This design comes from an exercise in tuning for small area and few clock cycles per item on the open sky130 flow, not from production work.
Where RTL was checked, it was by simulation tests only, not by an equivalence proof against the original.

Setup of rev 12:
## heading_yaw_slew_limiter
module heading_yaw_slew_limiter (
    input  logic                               clk,
    input  logic                               rst_n,
    input  logic                               cfg_we,
    input  logic [hysl_pkg::CFG_IDX_W-1:0]     cfg_index,
    input  logic [hysl_pkg::CFG_DATA_W-1:0]    cfg_data,
    input  logic                               point_valid,
    output logic                               point_ready,
    input  logic signed [31:0]                 point_pos_x,
    input  logic signed [31:0]                 point_pos_y,
    input  logic signed [15:0]                 point_vel_x,
    input  logic signed [15:0]                 point_vel_y,
    output logic                               cmd_valid,
    input  logic                               cmd_ready,
    output logic signed [31:0]                 cmd_x,
    output logic signed [31:0]                 cmd_y,
    output logic        [30:0]                 cmd_z,
    output logic signed [15:0]                 cmd_yaw,
    output logic signed [15:0]                 cmd_yaw_rate
);
make LEC_CHECK=0 CAP_MARGIN=20 CORE_MARGIN=2 CORE_UTILIZATION=40 SLEW_MARGIN=20 finish   # period 14.0 ns
run.sh (not shown) runs the stock make flow with config.mk's settings and CLKGATE_MAP_FILE= SYNTH_SCRIPT=/design/flow/synth_recipe.tcl, a recipe that flattens the netlist after the stock synthesis.
In rev 12 the implementation ran to completion but is not tape-out ready, as the final checks report setup timing.
--- input diff rev 12..rev 13 ---
==> flow/flow/run.sh (new file) <==
#!/bin/bash
# Own layout flow: the standard synthesis, then the combinational logic
# between the registers re-mapped by ABC for delay (registers untouched: same
# instances, names and cell types), then the standard layout from that
# netlist. Each tool's output goes to a log file of its own in this folder.
set -euo pipefail
WORK=$(pwd)
FLOW_DIR=$WORK/flow
RES=$WORK/orfs/results/$FLOW_PLATFORM/heading_yaw_slew_limiter/base
LIB=$FLOW_HOME/platforms/$FLOW_PLATFORM/lib/sky130_fd_sc_hd__tt_025C_1v80.lib
YOSYS=$FLOW_HOME/../tools/install/yosys/bin/yosys
[[ -x $YOSYS ]] || YOSYS=$(command -v yosys)

bash standard.sh synth > $WORK/flow_1_synth.log 2>&1
cp $RES/1_2_yosys.v $WORK/standard_netlist.v

# 2. re-map the logic between the registers for delay
SEQ=$(grep -oE 'cell *\("?sky130_fd_sc_hd__[a-z0-9_]*' $LIB | sed 's/cell *("*//' \
      | grep -E '__(df|dl|edf|sdf|sed|sdl|lpflow|einv|ebuf|conb|tap|fill|decap|diode|probe|clkdly|dlygate)' \
      | sort -u | tr '\n' ' ')
DONT=$(grep -oE 'cell *\("?sky130_fd_sc_hd__[a-z0-9_]*' $LIB | sed 's/cell *("*//' \
      | grep -E '__(lpflow|probe)' | sort -u | sed 's/^/-dont_use /' | tr '\n' ' ')
DELAY=$(cat $FLOW_DIR/abc_delay_ps)
sed "s/@D@/$DELAY/g" $FLOW_DIR/resyn.abc > $WORK/resyn.abc
$YOSYS -l $WORK/flow_2_resyn.log -p "
read_liberty -ignore_miss_func $LIB;
blackbox $SEQ;
read_verilog $WORK/standard_netlist.v;
hierarchy -top $FLOW_TOP;
flatten;
opt_clean;
abc -liberty $LIB $DONT -script $WORK/resyn.abc;
splitnets;
opt_clean -purge;
hilomap -singleton -hicell sky130_fd_sc_hd__conb_1 HI -locell sky130_fd_sc_hd__conb_1 LO;
insbuf -buf sky130_fd_sc_hd__buf_4 A X;
write_verilog -noexpr -noattr -nohex -nodec $WORK/resyn_netlist.v;
tee -o $WORK/resyn_stat.txt stat -liberty $LIB
" > /dev/null
cp $WORK/resyn_netlist.v $RES/1_2_yosys.v
touch $RES/1_2_yosys.v

# 3. the standard layout from the re-mapped netlist
bash standard.sh > $WORK/flow_3_layout.log 2>&1
==> flow/flow/abc_delay_ps (new file) <==
8000
==> flow/flow/resyn.abc (new file) <==
strash
dch
map -D @D@
topo
buffer
upsize -D @D@
dnsize -D @D@
==> flow/standard.sh (new file) <==
#!/bin/bash
# synth_recipe.tcl (not shown) runs the flow's synth.tcl, then flattens the netlist and writes it again
# the make line also repeats each setting of config.mk as NAME=value (left out here)
make -C /OpenROAD-flow-scripts/flow DESIGN_CONFIG=/design/flow/config.mk WORK_HOME=/design/flow/orfs CLKGATE_MAP_FILE= SYNTH_SCRIPT=/design/flow/synth_recipe.tcl "${@:-finish}"
removed: flow/run.sh
## What came out
Between rev 12 and rev 13, the via count of the first global-routing pass is lower for rev 12.
Rev 13 against rev 12: number of buffers inserted by post-CTS setup repair went down; met2 usage in global routing now sits higher; count of buffers not belonging to the clock network in the layout has decreased; critical path depth lower; met1 layer usage reported by global route increased 2.6 points.
Rev 13 did not stop at any stage, and its layout met the timing, design-rule and antenna checks.
A timing startpoint of the critical path of u_front.u_r8[1]$_DFFE_PN_ is what rev 12 shows, while u_front.u_r8[18]$_DFFE_PN_ belongs to rev 13.
Function was not checked in any run of this note: the RTL went through the layout flow alone.

---

Another version of the RTL of heading_yaw_slew_limiter (not shown whole).
Size: roughly 7100 cells after synthesis, roughly 270 I/O pins, roughly 53000 µm² of cells after synthesis.
## heading_yaw_slew_limiter
module heading_yaw_slew_limiter (
    input  logic                               clk,
    input  logic                               rst_n,
    input  logic                               cfg_we,
    input  logic [hysl_pkg::CFG_IDX_W-1:0]     cfg_index,
    input  logic [hysl_pkg::CFG_DATA_W-1:0]    cfg_data,
    input  logic                               point_valid,
    output logic                               point_ready,
    input  logic signed [31:0]                 point_pos_x,
    input  logic signed [31:0]                 point_pos_y,
    input  logic signed [15:0]                 point_vel_x,
    input  logic signed [15:0]                 point_vel_y,
    output logic                               cmd_valid,
    input  logic                               cmd_ready,
    output logic signed [31:0]                 cmd_x,
    output logic signed [31:0]                 cmd_y,
    output logic        [30:0]                 cmd_z,
    output logic signed [15:0]                 cmd_yaw,
    output logic signed [15:0]                 cmd_yaw_rate
);
Settings: LEC_CHECK=0, ABC_AREA=1, CAP_MARGIN=10, CORE_MARGIN=2, CORE_UTILIZATION=55, SLEW_MARGIN=10; clock period 14.0 ns.
standard.sh (not shown) runs the stock make flow with config.mk's settings and CLKGATE_MAP_FILE= SYNTH_SCRIPT=/design/flow/synth_recipe.tcl, a recipe that flattens the netlist after the stock synthesis.
==> flow/flow/run.sh <==
#!/bin/bash
# Own layout flow: the standard synthesis, then three netlist passes on the
# logic between the registers (registers stay exactly as synthesized: same
# instances, names and cell types), then the standard layout:
#  1. invpush.py: a full adder is self-dual, so a full-adder cell may take its
#     inputs and give its outputs in the other polarity when that cancels
#     inverters; a gate whose only load is an inverter becomes its complement.
#  2. ABC (remap.abc: the standard flow's area script with more restructuring,
#     run twice)
#     re-maps all the logic except the
#     registers and the full adders of the carry-save trees that feed only the
#     slow flag or the rate (keepcsa.py marks them); the CORDIC adders come out
#     of it faster than as half/full-adder cells.
#  3. invpush.py again.
# Every port is buffered as the standard flow does, with the buffer cell named
# in port_buffer. Each step's output goes to a log file of its own here.
set -euo pipefail
WORK=$(pwd)
FLOW_DIR=$WORK/flow
RES=$WORK/orfs/results/$FLOW_PLATFORM/heading_yaw_slew_limiter/base
LIB=$FLOW_HOME/platforms/$FLOW_PLATFORM/lib/sky130_fd_sc_hd__tt_025C_1v80.lib
YOSYS=$FLOW_HOME/../tools/install/yosys/bin/yosys
[[ -x $YOSYS ]] || YOSYS=$(command -v yosys)

bash standard.sh synth > $WORK/flow_1_synth.log 2>&1
cp $RES/1_2_yosys.v $WORK/standard_netlist.v

python3 $FLOW_DIR/invpush.py $WORK/standard_netlist.v $WORK/pass1_netlist.v $LIB > $WORK/flow_2_invpush.log 2>&1
python3 $FLOW_DIR/keepcsa.py $WORK/pass1_netlist.v $WORK/pass1_marked.v $WORK/keep_stub.v > $WORK/flow_3_keepcsa.log 2>&1

SEQ=$(grep -oE 'cell *\("?sky130_fd_sc_hd__[a-z0-9_]*' $LIB | sed 's/cell *("*//' \
      | grep -E '__(df|dl|edf|sdf|sed|sdl|lpflow|einv|ebuf|conb|tap|fill|decap|diode|probe|clkdly|dlygate)' \
      | sort -u | tr '\n' ' ')
DONT=$(grep -oE 'cell *\("?sky130_fd_sc_hd__[a-z0-9_]*' $LIB | sed 's/cell *("*//' \
      | grep -E '__(lpflow|probe)' | sort -u | sed 's/^/-dont_use /' | tr '\n' ' ')
$YOSYS -l $WORK/flow_4_abc.log -p "
read_liberty -ignore_miss_func $LIB;
blackbox $SEQ;
read_verilog -lib $WORK/keep_stub.v;
read_verilog $WORK/pass1_marked.v;
hierarchy -top $FLOW_TOP;
flatten;
opt_clean;
abc -liberty $LIB $DONT -script $FLOW_DIR/remap.abc;
splitnets;
opt_clean -purge;
hilomap -singleton -hicell sky130_fd_sc_hd__conb_1 HI -locell sky130_fd_sc_hd__conb_1 LO;
insbuf -buf sky130_fd_sc_hd__buf_4 A X;
write_verilog -noexpr -noattr -nohex -nodec $WORK/pass2_marked.v;
tee -o $WORK/pass2_stat.txt stat -liberty $LIB
" > /dev/null
sed 's/hyslkeep_//' $WORK/pass2_marked.v > $WORK/pass2_netlist.v

python3 $FLOW_DIR/invpush.py $WORK/pass2_netlist.v $WORK/pass3_netlist.v $LIB > $WORK/flow_5_invpush.log 2>&1
cp $WORK/pass3_netlist.v $RES/1_2_yosys.v
touch $RES/1_2_yosys.v

export BUFFER_PORTS_ARGS="-buffer_cell $(cat $FLOW_DIR/port_buffer)"
bash standard.sh > $WORK/flow_6_layout.log 2>&1
==> flow/flow/remap.abc <==
strash
dc2
dch -f
map -B 0.9
topo
stime -c
buffer -c
upsize -c
dnsize -c
strash
dch
map -B 0.9
topo
stime -c
buffer -c
upsize -c
dnsize -c
Other scripts of this flow, unchanged in this note and not shown: flow/flow/invpush.py, flow/flow/keepcsa.py, flow/flow/port_buffer
Testbench counts at the start, summed over its fixed seeds: cycles 12,024, items 12,000.
Then changed:
--- a/flow/config.mk
+++ b/flow/config.mk
@@ -11,0 +12,2 @@
+export CTS_CLUSTER_DIAMETER = 90
+export CTS_CLUSTER_SIZE = 30
=> The changed run completed without violations. Synthesized cell count does not change. Clock-buffer cell count falls by 35. Core utilization falls by 0.89 points. Via count falls slightly. Critical path depth falls by 1. Area after synthesis does not change. Final area falls slightly. Setup slack improved by 110 ps.
Then changed:
--- a/flow/flow/run.sh
+++ b/flow/flow/run.sh
@@ -8,2 +8 @@
-#  2. ABC (remap.abc: the standard flow's area script with more restructuring,
-#     run twice)
+#  2. ABC (remap.abc: the standard flow's area script with more restructuring)
==> flow/flow/remap.abc (replaced) <==
strash
dc2
dch -f
map -B 0.9
topo
stime -c
buffer -c
upsize -c
dnsize -c
--- a/flow/config.mk
+++ b/flow/config.mk
@@ -12,2 +11,0 @@
-export CTS_CLUSTER_DIAMETER = 90
-export CTS_CLUSTER_SIZE = 30
Synthesized area increases by 1.1%; count of clock-buffer cells in the layout is higher by 36; global-route usage is about the same; final area rises by 2.7%; final cell count climbs by 1.2%; worst setup slack is better by 17 ps.
Then changed:
--- a/flow/flow/run.sh
+++ b/flow/flow/run.sh
@@ -8 +8,2 @@
-#  2. ABC (remap.abc: the standard flow's area script with more restructuring)
+#  2. ABC (remap.abc: the standard flow's area script with more restructuring,
+#     run twice)
==> flow/flow/remap.abc (replaced) <==
strash
dc2
dch -f
map -B 0.9
topo
stime -c
buffer -c
upsize -c
dnsize -c
strash
dch
map -B 0.9
topo
stime -c
buffer -c
upsize -c
dnsize -c
--- a/flow/config.mk
+++ b/flow/config.mk
@@ -11,0 +12,2 @@
+export CTS_CLUSTER_DIAMETER = 75
+export CTS_CLUSTER_SIZE = 30
After rerunning: Sequential cell count stays the same; critical path depth increases by 41; synthesized cell count stays flat; non-clock buffer count decreases by 26; via count decreases by 0.57%; core utilization decreases by 0.51 points; register-to-register slack is better by 80 ps; wire length decreases by 1.9%.

---

Another version of the RTL of heading_yaw_slew_limiter (not shown whole).
Size in the first run: roughly 6500 cells after synthesis, ~580 flip-flops, ~270 I/O pins, ~61000 um^2 of cells after synthesis.
export LEC_CHECK = 0
export ABC_AREA = 1
export CAP_MARGIN = 20
export CORE_MARGIN = 2
export CORE_UTILIZATION = 40
export SLEW_MARGIN = 20
create_clock -name core_clock -period 14.0 [get_ports {clk}]
==> flow/flow/run.sh <==
#!/bin/bash
# Own layout flow: the standard synthesis and layout, unchanged except
# that the port buffers (every input and output port still gets one, as the
# standard flow does) use the buffer cell named in port_buffer. The layout's
# output goes to a log file in this folder.
set -euo pipefail
WORK=$(pwd)
export BUFFER_PORTS_ARGS="-buffer_cell $(cat $WORK/flow/port_buffer)"
bash standard.sh > $WORK/flow_layout.log 2>&1
==> flow/flow/port_buffer <==
sky130_fd_sc_hd__buf_1
Change:
Settings changed: CAP_MARGIN 20 to 10, CORE_UTILIZATION 40 to 55, SLEW_MARGIN 20 to 10.
The changed run finished with timing, DRC and antenna clean.
Cell area goes down by 1.5%.
Die area goes down by 27%.
Clock skew is about the same.
No run of this note included a check of the RTL's function; only the layout flow was run.

---

the previous run:
heading_yaw_slew_limiter, a different RTL version from the one above (not shown whole).
Size in the first run: ~6300 cells after synthesis, roughly 650 flip-flops, about 270 I/O pins.
make LEC_CHECK=0 CAP_MARGIN=20 CORE_MARGIN=2 CORE_UTILIZATION=40 SLEW_MARGIN=20 finish   # period 14.0 ns
run.sh (not shown) runs the stock make flow with config.mk's settings and CLKGATE_MAP_FILE= SYNTH_SCRIPT=/design/flow/synth_recipe.tcl, a recipe that flattens the netlist after the stock synthesis.
Stock flow here: none of the scripts above is used.
The final layout from the previous run, which completed every stage, passed the timing, design-rule and antenna checks at the end of the flow.
Inputs modified between the previous run and the current run:
# the previous run
export LEC_CHECK = 0
export CAP_MARGIN = 20
export CORE_MARGIN = 2
export CORE_UTILIZATION = 40
export SLEW_MARGIN = 20
create_clock -name core_clock -period 14.0 [get_ports {clk}]
# the current run
export LEC_CHECK = 0
export ABC_AREA = 1
export CAP_MARGIN = 20
export CORE_MARGIN = 2
export CORE_UTILIZATION = 40
export SLEW_MARGIN = 20
create_clock -name core_clock -period 14.0 [get_ports {clk}]
[summary]
No stage failed in the current run, and the final checks on the layout all came back clean.
The current run vs. the previous run: post-route worst setup slack went up 0.44 ns, critical path depth went down 1, share of post-route cells with drive strength above 1 went down 2.1 points.
Summary — post-synthesis average cell area, the current run relative to the previous run: lower, by 13%.
Looking at synthesized-area fraction occupied by ao, oa, aoi and oai cells, the current run sits 2.7 points below the previous run.
Comparing the previous run and the current run, the higher area added between synthesis and finish was measured on the previous run.
No functional check of the RTL was part of any run of this note.

---

heading_yaw_slew_limiter, a different RTL version from the one above (not shown whole).
Size: roughly 6500 cells after synthesis, roughly 580 flip-flops, roughly 61000 um2 of cells after synthesis.
==> flow/config.mk <==
export PLATFORM = sky130hd
export DESIGN_NAME = heading_yaw_slew_limiter
export DESIGN_NICKNAME = heading_yaw_slew_limiter
export VERILOG_FILES = /design/flow/design.v
export SDC_FILE = /design/flow/constraint.sdc
export NUM_CORES = 4
export LEC_CHECK = 0
export ABC_AREA = 1
export CAP_MARGIN = 10
export CORE_MARGIN = 2
export CORE_UTILIZATION = 55
export CTS_BUF_LIST = sky130_fd_sc_hd__clkbuf_8
export SLEW_MARGIN = 10
==> flow/constraint.sdc <==
create_clock -name core_clock -period 14.0 [get_ports {clk}]
set_input_delay 2.8000 -clock core_clock [delete_from_list [all_inputs] [get_ports {clk}]]
set_output_delay 2.8000 -clock core_clock [all_outputs]
set_load 0.01 [all_outputs]
standard.sh (not shown) runs the stock make flow with config.mk's settings and CLKGATE_MAP_FILE= SYNTH_SCRIPT=/design/flow/synth_recipe.tcl, a recipe that flattens the netlist after the stock synthesis.
Scripts as last shown in full above: flow/flow/run.sh, flow/flow/port_buffer
Testbench counts at the start, summed over its fixed seeds: cycles 12,032, items 12,000.
==> next run, changes <==
CTS_BUF_LIST = not set   (was sky130_fd_sc_hd__clkbuf_8)
Routed wire length hardly moves.
Final area stays flat.
Utilization barely changes.
Non-clock buffer count does not change.
Global-route usage hardly moves.
Cell count decreases by 0.86%.
Via count barely changes.
Fmax is about the same.
Worst hold slack gets better by 0.011 ns.
Worst setup slack is worse by 0.019 ns.

separate check: timing with driven ports:
How much do the figures lean on ideal ports? The routed layouts below were timed once more, with nothing changed but the port constraints.
Step 1: set_driving_cell puts a clkbuf_16 on clk and a buf_2 on each other input, an assumption about the parent block.
Step 2 times the ports against the registers' clock, not the clock port: input delays grow and output delays shrink by t, the midpoint of the rising clock arrivals with the driver on.
a / b / c = ideal ports / drivers / drivers and shift; a / b = the first two.
| run | shift t [ns] | setup WS [ns] | worst setup path after step 2 | clock arrival spread, ns | worst register clock-pin slew, ns |
|---|---|---|---|---|---|
| rev 12 | 0.756 | -4.429 / -4.429 / -4.429 | register to register | 0.037 / 0.037 | 0.07 / 0.07 |
| rev 13 | 0.732 | 0.454 / 0.454 / 0.454 | register to register | 0.076 / 0.076 | 0.08 / 0.08 |
| the first run of note 2 | 0.708 | 0.583 / 0.637 / -0.071 | input to register | 0.036 / 0.037 | 0.07 / 0.07 |
| the second run of note 2 | 0.692 | 0.689 / 0.736 / 0.045 | input to register | 0.041 / 0.041 | 0.11 / 0.11 |
| the third run of note 2 | 0.734 | 0.706 / 0.632 / 0.107 | input to register | 0.040 / 0.041 | 0.08 / 0.08 |
| the fourth run of note 2 | 0.708 | 0.656 / 0.703 / -0.001 | input to register | 0.033 / 0.033 | 0.11 / 0.11 |
| the first run of note 3 | 0.746 | 0.798 / 0.724 / 0.571 | input to register | 0.049 / 0.049 | 0.07 / 0.07 |
| the second run of note 3 | 0.714 | 0.660 / 0.586 / 0.693 | input to register | 0.043 / 0.043 | 0.07 / 0.07 |
| the previous run | 0.770 | 0.645 / 0.645 / 0.063 | input to register | 0.052 / 0.051 | 0.07 / 0.07 |
| the current run | 0.752 | 1.083 / 1.137 / 0.385 | input to register | 0.041 / 0.041 | 0.07 / 0.07 |
| the first run of note 5 | 0.859 | 0.822 / 0.753 / 1.150 | input to register | 0.043 / 0.043 | 0.07 / 0.07 |
| the second run of note 5 | 0.713 | 0.803 / 0.730 / 1.143 | input to register | 0.026 / 0.026 | 0.06 / 0.06 |
With both steps, setup timing fails in the first run of note 2 and the fourth run of note 2, where it was met with ideal ports. The setup slack of the current run, which loses most, moves by +0.054 ns with the drivers and by -0.698 ns with both steps.
